From an optimization exercise on the open Yosys and OpenROAD flow, aimed at a short achievable clock period and few clock cycles; shortcuts taken in it are not production practice. Where RTL was checked, it was by simulation tests only, not by an equivalence proof against the original. No driver is modelled on the clock port, so clocking that relies on it looks cheaper here than on a real chip. Power and IR drop assume default switching activity.

## oak
==> flow/design.v (excerpt) <==
module axiToAhbBridge (
    input  wire                                 ACLK,
    input  wire                                 rst,
    input  wire                                 awValid,
    output logic                                awReady,
    input  wire [axiAhbPkg::IdWidth-1:0]        awId,
    input  wire [axiAhbPkg::AddrWidth-1:0]      awAddr,
    input  wire [axiAhbPkg::BeatIdxWidth-1:0]   awLen,
    input  wire axiAhbPkg::axiSize_e            awSize,
    input  wire                                 wValid,
    output logic                                wReady,
    input  wire [axiAhbPkg::DataWidth-1:0]      wData,
    input  wire                                 wLast,
    output logic                                bValid,
    input  wire                                 bReady,
    output logic [axiAhbPkg::IdWidth-1:0]       bId,
    output axiAhbPkg::axiResp_e                 bResp,
    input  wire                                 arValid,
    output logic                                arReady,
    input  wire [axiAhbPkg::IdWidth-1:0]        arId,
    input  wire [axiAhbPkg::AddrWidth-1:0]      arAddr,
    input  wire [axiAhbPkg::BeatIdxWidth-1:0]   arLen,
    input  wire axiAhbPkg::axiSize_e            arSize,
    output logic                                rValid,
    input  wire                                 rReady,
    output logic [axiAhbPkg::IdWidth-1:0]       rId,
    output logic [axiAhbPkg::DataWidth-1:0]     rData,
    output axiAhbPkg::axiResp_e                 rResp,
    output logic                                rLast,
    output logic [axiAhbPkg::AddrWidth-1:0]     hAddr,
    output logic                                hWrite,
    output logic [2:0]                          hSize,
    output axiAhbPkg::ahbTrans_e                hTrans,
    output logic [axiAhbPkg::DataWidth-1:0]     hWData,
    input  wire [axiAhbPkg::DataWidth-1:0]      hRData,
    input  wire                                 hReady,
    input  wire                                 hResp
);
Size: ~1400 cells after synthesis, about 580 flip-flops, about 280 I/O pins, ~21000 um2 of cells after synthesis.
export LEC_CHECK = 0
export ABC_CLOCK_PERIOD_IN_PS = 2000
export CAP_MARGIN = 20
export CORE_MARGIN = 2
export CORE_UTILIZATION = 55
export SETUP_SLACK_MARGIN = 3.3
export SLEW_MARGIN = 20
create_clock -name core_clock -period 5.5 [get_ports {ACLK}]
standard.sh (not shown) runs the stock make flow with config.mk's settings and CLKGATE_MAP_FILE= SYNTH_SCRIPT=/design/flow/synth_recipe.tcl, a recipe that flattens the netlist after the stock synthesis.
==> flow/flow/run.sh <==
#!/bin/bash
# The standard layout, except that
#  - the port buffers are buf_4 cells (buffer_ports' default here is a delay
#    buffer, clkdlybuf4s50_1), and
#  - after clock tree synthesis the clock port drives the tree's first-level
#    buffers directly and timing is repaired again (see post_cts.tcl).
set -euo pipefail
cd "$(dirname "$0")/.."
export POST_CTS_TCL="$PWD/flow/post_cts.tcl"
export BUFFER_PORTS_ARGS="-buffer_cell sky130_fd_sc_hd__buf_4"
bash standard.sh finish > flow_make.log 2>&1
==> flow/flow/post_cts.tcl <==
set block [ord::get_db_block]
set clkNet [$block findNet ACLK]
set rootInst ""
set nIn 0
foreach it [$clkNet getITerms] {
  if {[$it isInputSignal]} { set rootInst [$it getInst]; incr nIn }
}
if {$nIn != 1} {
  puts "post_cts: the clock port feeds $nIn cell pins; tree left as it is"
  return
}
set rootOutNet ""
foreach it [$rootInst getITerms] {
  if {[$it isOutputSignal]} { set rootOutNet [$it getNet] }
}
set loads {}
foreach it [$rootOutNet getITerms] {
  if {[$it isInputSignal]} { lappend loads $it }
}
if {[llength $loads] > 4 || [llength [$rootOutNet getBTerms]] > 0} {
  puts "post_cts: root [$rootInst getName] drives [llength $loads] pins; tree left as it is"
  return
}
puts "post_cts: removing root buffer [$rootInst getName]; the clock port now drives [llength $loads] buffers"
foreach it $loads {
  $it disconnect
  $it connect $clkNet
}
foreach it [$rootInst getITerms] {
  if {[$it getNet] ne "NULL"} { $it disconnect }
}
odb::dbInst_destroy $rootInst
odb::dbNet_destroy $rootOutNet

# Repair timing again for the shorter clock paths, as the cts step does after
# clock tree synthesis, and legalize the placement.
estimate_parasitics -placement
report_clock_skew
repair_timing_helper
detailed_placement
check_placement -verbose
estimate_parasitics -placement
report_clock_skew
report_worst_slack -max
The inputs of pine differ from those of oak as listed below.
==> flow/flow/run.sh <==
#!/bin/bash
# The standard layout, except that after clock tree synthesis the clock port
# drives the tree's first-level buffers directly (see post_cts.tcl), and that
# repair may resize cells across footprints.
set -euo pipefail
cd "$(dirname "$0")/.."
export POST_CTS_TCL="$PWD/flow/post_cts.tcl"
bash standard.sh MATCH_CELL_FOOTPRINT=0 finish > flow_make.log 2>&1
-- flow/flow/post_cts.tcl --
<<< oak, line 40
detailed_placement
check_placement -verbose
>>> pine, line 40
detailed_placement
estimate_parasitics -placement
repair_timing_helper
detailed_placement
check_placement -verbose
Results
Sort oak and pine by design area, descending, and pine comes first.
In pine the clock-buffer cell count turned out 10% lower than in oak.
Post-place setup slack delta for pine relative to oak: 34 ps higher
Edits applied to the flow inputs when going from pine to birch:
Settings: CORE_UTILIZATION changed from 55 to 65.
==> flow/run.sh (new file) <==
#!/bin/bash
# synth_recipe.tcl (not shown) runs the flow's synth.tcl, then flattens the netlist and writes it again
# the make line also repeats each setting of config.mk as NAME=value (left out here)
make -C /OpenROAD-flow-scripts/flow DESIGN_CONFIG=/design/flow/config.mk WORK_HOME=/design/flow/orfs CLKGATE_MAP_FILE= SYNTH_SCRIPT=/design/flow/synth_recipe.tcl finish
removed: flow/flow/run.sh
removed: flow/flow/post_cts.tcl
removed: flow/standard.sh
Findings:
- Portion of total power attributed to the clock network, birch and pine, higher one = pine.
- [compare] base=pine new=birch: number of I/O port buffers essentially unchanged; total met3 wirelength after detailed routing moved up; placed cell count -81; effective utilization at floorplan went up.
- Against pine, birch reports a slew of the pin with the lowest slew margin that is higher.
- Diff pine -> birch | non-clock buffer count | down by a few percent
- Multi-input combinational cell area went down slightly going from pine to birch.
The following lists how maple was set up differently from birch:
Settings: CORE_UTILIZATION now 45, was 65.
--- outcome ---
- Summary — upper clock frequency limit, maple relative to birch: lower, by 4.0 MHz.
- Compared with birch, in maple total number of multi-input combinational cells saw little to no change; number of cell rows shows an increase of about 20%; share of the core filled with cells has decreased; power per cell area saw an increase; multi-input gate share of total cell area lost 0.70 points.
- Total power: maple vs birch up 0.49 mW
No functional check of the RTL was part of any run of this note.

Setup of run A:
Another version of the RTL of axiToAhbBridge (not shown whole).
Size: about 1400 cells after synthesis, ~280 I/O pins, about 0.022 mm^2 of cells after synthesis.
Design axiToAhbBridge, start of the top module:
module axiToAhbBridge (
    input  wire                                 ACLK,
    input  wire                                 rst,
    input  wire                                 awValid,
    output logic                                awReady,
    input  wire [axiAhbPkg::IdWidth-1:0]        awId,
    input  wire [axiAhbPkg::AddrWidth-1:0]      awAddr,
    input  wire [axiAhbPkg::BeatIdxWidth-1:0]   awLen,
    input  wire axiAhbPkg::axiSize_e            awSize,
    input  wire                                 wValid,
    output logic                                wReady,
    input  wire [axiAhbPkg::DataWidth-1:0]      wData,
    input  wire                                 wLast,
    output logic                                bValid,
    input  wire                                 bReady,
    output logic [axiAhbPkg::IdWidth-1:0]       bId,
    output axiAhbPkg::axiResp_e                 bResp,
    input  wire                                 arValid,
    output logic                                arReady,
    input  wire [axiAhbPkg::IdWidth-1:0]        arId,
    input  wire [axiAhbPkg::AddrWidth-1:0]      arAddr,
    input  wire [axiAhbPkg::BeatIdxWidth-1:0]   arLen,
    input  wire axiAhbPkg::axiSize_e            arSize,
    output logic                                rValid,
    input  wire                                 rReady,
    output logic [axiAhbPkg::IdWidth-1:0]       rId,
    output logic [axiAhbPkg::DataWidth-1:0]     rData,
    output axiAhbPkg::axiResp_e                 rResp,
    output logic                                rLast,
    output logic [axiAhbPkg::AddrWidth-1:0]     hAddr,
    output logic                                hWrite,
    output logic [2:0]                          hSize,
    output axiAhbPkg::ahbTrans_e                hTrans,
    output logic [axiAhbPkg::DataWidth-1:0]     hWData,
    input  wire [axiAhbPkg::DataWidth-1:0]      hRData,
    input  wire                                 hReady,
    input  wire                                 hResp
);
export LEC_CHECK = 0
export ABC_CLOCK_PERIOD_IN_PS = 2000
export CAP_MARGIN = 20
export CORE_MARGIN = 2
export CORE_UTILIZATION = 55
export SETUP_SLACK_MARGIN = 3.3
export SLEW_MARGIN = 20
create_clock -name core_clock -period 5.5 [get_ports {ACLK}]
run.sh (not shown) runs the stock make flow with config.mk's settings and CLKGATE_MAP_FILE= SYNTH_SCRIPT=/design/flow/synth_recipe.tcl, a recipe that flattens the netlist after the stock synthesis.
Stock flow here: none of the scripts above is used.
Run A completed end to end with timing, DRC and antenna clean.
Here is what was changed in the inputs of run B compared with run A.
==> flow/flow/run.sh (new file) <==
#!/bin/bash
# The standard layout, except that after clock tree synthesis the clock port
# drives the tree's first-level buffers directly (see post_cts.tcl), and that
# repair may resize cells across footprints.
set -euo pipefail
cd "$(dirname "$0")/.."
export POST_CTS_TCL="$PWD/flow/post_cts.tcl"
bash standard.sh MATCH_CELL_FOOTPRINT=0 finish > flow_make.log 2>&1
==> flow/flow/post_cts.tcl (new file) <==
set block [ord::get_db_block]
set clkNet [$block findNet ACLK]
set rootInst ""
set nIn 0
foreach it [$clkNet getITerms] {
  if {[$it isInputSignal]} { set rootInst [$it getInst]; incr nIn }
}
if {$nIn != 1} {
  puts "post_cts: the clock port feeds $nIn cell pins; tree left as it is"
  return
}
set rootOutNet ""
foreach it [$rootInst getITerms] {
  if {[$it isOutputSignal]} { set rootOutNet [$it getNet] }
}
set loads {}
foreach it [$rootOutNet getITerms] {
  if {[$it isInputSignal]} { lappend loads $it }
}
if {[llength $loads] > 4 || [llength [$rootOutNet getBTerms]] > 0} {
  puts "post_cts: root [$rootInst getName] drives [llength $loads] pins; tree left as it is"
  return
}
puts "post_cts: removing root buffer [$rootInst getName]; the clock port now drives [llength $loads] buffers"
foreach it $loads {
  $it disconnect
  $it connect $clkNet
}
foreach it [$rootInst getITerms] {
  if {[$it getNet] ne "NULL"} { $it disconnect }
}
odb::dbInst_destroy $rootInst
odb::dbNet_destroy $rootOutNet

# Repair timing again for the shorter clock paths, as the cts step does after
# clock tree synthesis, and legalize the placement.
estimate_parasitics -placement
report_clock_skew
repair_timing_helper
detailed_placement
check_placement -verbose
estimate_parasitics -placement
report_clock_skew
report_worst_slack -max
==> flow/standard.sh (new file) <==
#!/bin/bash
# synth_recipe.tcl (not shown) runs the flow's synth.tcl, then flattens the netlist and writes it again
# the make line also repeats each setting of config.mk as NAME=value (left out here)
make -C /OpenROAD-flow-scripts/flow DESIGN_CONFIG=/design/flow/config.mk WORK_HOME=/design/flow/orfs CLKGATE_MAP_FILE= SYNTH_SCRIPT=/design/flow/synth_recipe.tcl "${@:-finish}"
removed: flow/run.sh
- For run B, the timing endpoint of the critical path was hAddrI[5], unlike run A, where it was rData[8].
- | overall power | higher: run A |
- | global-route track usage on met1 | run B vs run A | 1.2 points higher |
- On number of buffers other than clock buffers in the final layout: between run B and run A, it ends up higher for run B.
- Against run A as the reference, run B delivers a lower proportion of cell area occupied by registers.
- Going from run A to run B, sum of met3 wire segment lengths after detailed routing grew slightly.
- The clock transition at the registers of the reported paths of run A and that of run B are within noise of each other.
Modified inputs, run C compared to run B
==> flow/flow/run.sh <==
#!/bin/bash
# The standard layout, except that
#  - the port buffers are buf_4 cells (buffer_ports' default here is a delay
#    buffer, clkdlybuf4s50_1), and
#  - after clock tree synthesis the clock port drives the tree's first-level
#    buffers directly and timing is repaired again (see post_cts.tcl).
set -euo pipefail
cd "$(dirname "$0")/.."
export POST_CTS_TCL="$PWD/flow/post_cts.tcl"
export BUFFER_PORTS_ARGS="-buffer_cell sky130_fd_sc_hd__buf_4"
bash standard.sh finish > flow_make.log 2>&1
## What came out
Design area: run C < run B
[compare] base=run B new=run C: share of final-layout standard cells stronger than drive strength 1 has increased; fraction of area in registers picked up an extra 1.3 points.
No run of this note included a check of the RTL's function; only the layout flow was run.

axiToAhbBridge, a different RTL version from the one above (not shown whole).
Size: roughly 1400 cells after synthesis, ~580 flip-flops, ~280 I/O pins, ~21000 sq um of cells after synthesis.
clock: 5.5 ns
lec_check: 0
abc_clock_period_in_ps: 1500
cap_margin: 20
core_margin: 2
core_utilization: 60
gpl_routability_driven: 0
gpl_timing_driven: 1
setup_slack_margin: 3.3
slew_margin: 20
Stock flow here: none of the scripts above is used.
The first run produced a clean layout.
Testbench counts at the start, summed over its fixed seeds: cycles 21,232.
Change:
- ABC_CLOCK_PERIOD_IN_PS: 1500 -> 2000
- CORE_UTILIZATION: 60 -> 55
- GPL_ROUTABILITY_DRIVEN: 0 -> not set
- GPL_TIMING_DRIVEN: 1 -> not set
What happened: Fmax hardly moves. Count of clock-buffer cells in the layout is higher by 6. Non-clock buffer count is lower by 7. Setup slack is about the same.
Change:
- CTS_CLUSTER_DIAMETER: not set -> 50
- CTS_CLUSTER_SIZE: not set -> 20
After rerunning: The new run went through all stages and came out clean. Worst setup slack barely changes. Cell count fell slightly. Global-route usage barely changes. Utilization fell by 0.89 points.

## job 101
Another version of the RTL of axiToAhbBridge (not shown whole).
Size: roughly 460 flip-flops, about 280 I/O pins, roughly 0.018 mm2 of cells after synthesis.
clock: 5.5 ns
lec_check: 0
abc_clock_period_in_ps: 1000
cap_margin: 20
core_margin: 2
core_utilization: 40
setup_slack_margin: 3.8
slew_margin: 20
tns_end_percent: 100
Job 101 | stages: all done | timing, DRC, antenna: all pass
## Diff of input files: job 102 against job 101
--- a/flow/config.mk
+++ b/flow/config.mk
@@ -8 +7,0 @@
-export ABC_CLOCK_PERIOD_IN_PS = 1000
@@ -12 +10,0 @@
-export SETUP_SLACK_MARGIN = 3.8
@@ -14 +11,0 @@
-export TNS_END_PERCENT = 100
Notes after the runs:
The flow did not stop early for job 101: all stages ran, and the layout cleared the timing, design-rule and antenna checks.
In summary, job 102 completed successfully, with a layout that passed the timing, design-rule and antenna checks.
Reported for job 102 and job 101, sequential cell count turned out identical to the last digit.
Comparing final cell count for job 102 and job 101, the bigger number came from job 101.
Final clock period utilization by the worst path: job 102 and job 101 compared, higher one is job 102
Delta (job 102 minus job 101): power drawn by the sequential cells has increased, worst hold margin has increased, fmax has decreased, non-clock buffer count has decreased, horizontal extent of the die has remained practically unchanged.
Cmp job 102 vs job 101: number of antenna diodes higher in job 102
diff inputs: job 102 => job 103
--- a/flow/config.mk
+++ b/flow/config.mk
@@ -7,0 +8 @@
+export ABC_CLOCK_PERIOD_IN_PS = 2000
@@ -10,0 +12 @@
+export SETUP_SLACK_MARGIN = 3.3
Results
- Compared with job 102, in job 103 via count of the first global-routing pass rose by 753, combined area of the multi-input logic cells rose by 560 um2, proportion of synthesized area in mux cells stayed essentially flat, worst-case reg-to-reg path depth fell by 1.
No run of this note included a check of the RTL's function; only the layout flow was run.

Another version of the RTL of axiToAhbBridge (not shown whole).
For scale: about 500 flip-flops, ~280 I/O pins, ~19000 um2 of cells after synthesis.
==> flow/config.mk <==
export PLATFORM = sky130hd
export DESIGN_NAME = axiToAhbBridge
export DESIGN_NICKNAME = axiToAhbBridge
export VERILOG_FILES = /design/flow/design.v
export SDC_FILE = /design/flow/constraint.sdc
export NUM_CORES = 4
export LEC_CHECK = 0
export ABC_CLOCK_PERIOD_IN_PS = 2000
export CAP_MARGIN = 20
export CORE_MARGIN = 2
export CORE_UTILIZATION = 55
export SETUP_SLACK_MARGIN = 3.3
export SLEW_MARGIN = 20
==> flow/constraint.sdc <==
create_clock -name core_clock -period 5.5 [get_ports {ACLK}]
set_input_delay 1.1000 -clock core_clock [delete_from_list [all_inputs] [get_ports {ACLK}]]
set_output_delay 1.1000 -clock core_clock [all_outputs]
set_load 0.01 [all_outputs]
The baseline finished clean.
Change:
CORE_UTILIZATION = 62   (was 55)
PLACE_DENSITY = 0.7   (was unset)
SETUP_SLACK_MARGIN = 3.5   (was 3.3)
=> Count of clock-buffer cells in the layout goes down by 3; worst setup slack is better by 60 ps; final cell count goes down by a few percent; utilization went up by 9.4 points; area after synthesis does not change; total power grows slightly; worst hold slack stays flat; combinational power went up by a few percent; critical path depth does not change.
Function was not checked in any run of this note: the RTL went through the layout flow alone.

## run 1
axiToAhbBridge, a different RTL version from the one above (not shown whole).
For scale: about 1,000 cells after synthesis, roughly 280 I/O pins.
export LEC_CHECK = 0
export ABC_CLOCK_PERIOD_IN_PS = 2000
export CAP_MARGIN = 20
export CORE_MARGIN = 2
export CORE_UTILIZATION = 40
export SETUP_SLACK_MARGIN = 3.3
export SLEW_MARGIN = 20
create_clock -name core_clock -period 5.5 [get_ports {ACLK}]
Testbench counts of run 1, summed over its fixed seeds: cycles 21,232.
## Diff of input files: run 2 against run 1
# run 1
export LEC_CHECK = 0
export ABC_CLOCK_PERIOD_IN_PS = 2000
export CAP_MARGIN = 20
export CORE_MARGIN = 2
export CORE_UTILIZATION = 40
export SETUP_SLACK_MARGIN = 3.3
export SLEW_MARGIN = 20
create_clock -name core_clock -period 5.5 [get_ports {ACLK}]
# run 2
export LEC_CHECK = 0
export ABC_CLOCK_PERIOD_IN_PS = 2000
export CAP_MARGIN = 20
export CORE_MARGIN = 2
export CORE_UTILIZATION = 60
export PLACE_DENSITY = 0.75
export SETUP_SLACK_MARGIN = 3.3
export SLEW_MARGIN = 20
create_clock -name core_clock -period 5.5 [get_ports {ACLK}]
==> run notes <==
- Aggregate negative setup slack came out exactly the same in run 2 and run 1.
- Run comparison: run 1 source of the critical timing path hAddrQ[4]$_DFFE_PP_; run 2 source of the critical timing path hSizeQ[1]$_DFFE_PP_
- Of run 2 and run 1, the run reporting the higher utilization of the core after routing was run 2.
- Compared with run 1, run 2 shows a wire length that is 0.74% lower.
- Measured against run 1, the cell count of run 2 comes out at 0.900 times the reference value.
- Delta (run 2 minus run 1): sequential share of cell area climbed 0.46 points, inverter count of the layout excluding clock inverters went up by 1, fraction of layout instances using a drive strength above 1 +0.22 points.
What run 3 does differently from run 2 at the input level:
# run 2
export LEC_CHECK = 0
export ABC_CLOCK_PERIOD_IN_PS = 2000
export CAP_MARGIN = 20
export CORE_MARGIN = 2
export CORE_UTILIZATION = 60
export PLACE_DENSITY = 0.75
export SETUP_SLACK_MARGIN = 3.3
export SLEW_MARGIN = 20
create_clock -name core_clock -period 5.5 [get_ports {ACLK}]
# run 3
export LEC_CHECK = 0
export ABC_CLOCK_PERIOD_IN_PS = 2000
export CAP_MARGIN = 20
export CORE_MARGIN = 2
export CORE_UTILIZATION = 40
export CTS_CLUSTER_DIAMETER = 150
export CTS_CLUSTER_SIZE = 30
export SETUP_SLACK_MARGIN = 3.3
export SLEW_MARGIN = 20
create_clock -name core_clock -period 5.5 [get_ports {ACLK}]
Findings:
Area: run 3 vs run 2 -> run 3 smaller
From run 2 to run 3 the numbers moved as follows: number of buffers inserted by post-CTS setup repair went up; number of well-tap cells placed has increased; switching power of the nets now sits lower; number of signal-net buffers in the layout went up 5.
Input-level comparison between run 4 and run 3:
# run 3
export LEC_CHECK = 0
export ABC_CLOCK_PERIOD_IN_PS = 2000
export CAP_MARGIN = 20
export CORE_MARGIN = 2
export CORE_UTILIZATION = 40
export CTS_CLUSTER_DIAMETER = 150
export CTS_CLUSTER_SIZE = 30
export SETUP_SLACK_MARGIN = 3.3
export SLEW_MARGIN = 20
create_clock -name core_clock -period 5.5 [get_ports {ACLK}]
# run 4
export LEC_CHECK = 0
export ABC_CLOCK_PERIOD_IN_PS = 2000
export CAP_MARGIN = 20
export CORE_MARGIN = 2
export CORE_UTILIZATION = 55
export SETUP_SLACK_MARGIN = 3.45
export SLEW_MARGIN = 20
create_clock -name core_clock -period 5.5 [get_ports {ACLK}]
==> comparison <==
- The placement-stage cell area in run 4 sits about 0.64% below the value recorded for run 3.
- Wire length of the first global-routing pass, run 4 and run 3: smaller value in run 3
- Length of routed wiring on met1 (run 4 vs. run 3) decreases by a few percent
- Comparing number of antenna violations at the first check in global routing for run 4 and run 3, the bigger number came from run 4.
- Cell area | run 4 vs run 3 | run 4 larger
- Against run 3, run 4 comes in 0.46 points lower on final clock period utilization by the worst path.
- Logic depth of the worst register-to-register path, run 4 and run 3, higher one = run 4.
- Diff run 4..run 3 | sequential power | negligible
- Between run 3 and run 4, combinational group share of total power decreased.
- In run 4 the utilization turned out 22 points higher than in run 3.

[port drivers added, routing unchanged]
The results above use ideal ports. As a check the final layouts listed here were re-extracted and re-timed, cells and wires unchanged.
Step 1 sets driving cells, clkbuf_16 on the clock port and buf_2 on the other inputs (assumed; they add their load-dependent delay and slew).
Step 2 adds t to the input delays and takes it off the output delays; t is the mean of the earliest and latest rising clock arrival at the registers after step 1. Input paths then give back, and output paths get back, about the clock's delay inside the block.
Slacks: ideal / step 1 / step 2; pairs: ideal / step 1.
run | t (ns) | slack for setup (ns) | worst register clock-pin slew, ns
oak | 0.518 | 3.343 / 3.383 / 2.866 | 0.07 / 0.07
pine | 0.516 | 3.327 / 3.355 / 2.854 | 0.07 / 0.07
birch | 0.628 | 3.332 / 3.279 / 2.722 | 0.06 / 0.06
maple | 0.658 | 3.313 / 3.257 / 2.688 | 0.06 / 0.06
run A | 0.643 | 3.333 / 3.276 / 2.717 | 0.07 / 0.07
run B | 0.524 | 3.290 / 3.371 / 2.852 | 0.06 / 0.06
run C | 0.518 | 3.311 / 3.360 / 2.842 | 0.06 / 0.06
the first run of note 3 | 0.647 | 3.332 / 3.279 / 2.690 | 0.07 / 0.07
the second run of note 3 | 0.643 | 3.331 / 3.277 / 2.733 | 0.06 / 0.06
the third run of note 3 | 0.632 | 3.330 / 3.275 / 2.722 | 0.08 / 0.08
job 101 | 0.625 | 2.870 / 2.831 / 2.206 | 0.06 / 0.06
job 102 | 0.613 | 1.282 / 1.303 / 0.690 | 0.06 / 0.06
job 103 | 0.623 | 2.868 / 2.822 / 2.200 | 0.06 / 0.06
the first run of note 5 | 0.595 | 3.198 / 3.145 / 2.798 | 0.06 / 0.06
the second run of note 5 | 0.594 | 3.258 / 3.208 / 2.904 | 0.06 / 0.06
run 1 | 0.627 | 3.218 / 3.168 / 2.743 | 0.06 / 0.06
run 2 | 0.591 | 3.256 / 3.205 / 2.724 | 0.06 / 0.06
run 3 | 0.595 | 3.235 / 3.185 / 2.747 | 0.12 / 0.12
run 4 | 0.584 | 3.260 / 3.211 / 2.782 | 0.07 / 0.07
After both steps every run listed still meets setup and hold. The setup slack of job 103, which loses most, moves by -0.046 ns with the drivers and by -0.668 ns with both steps.
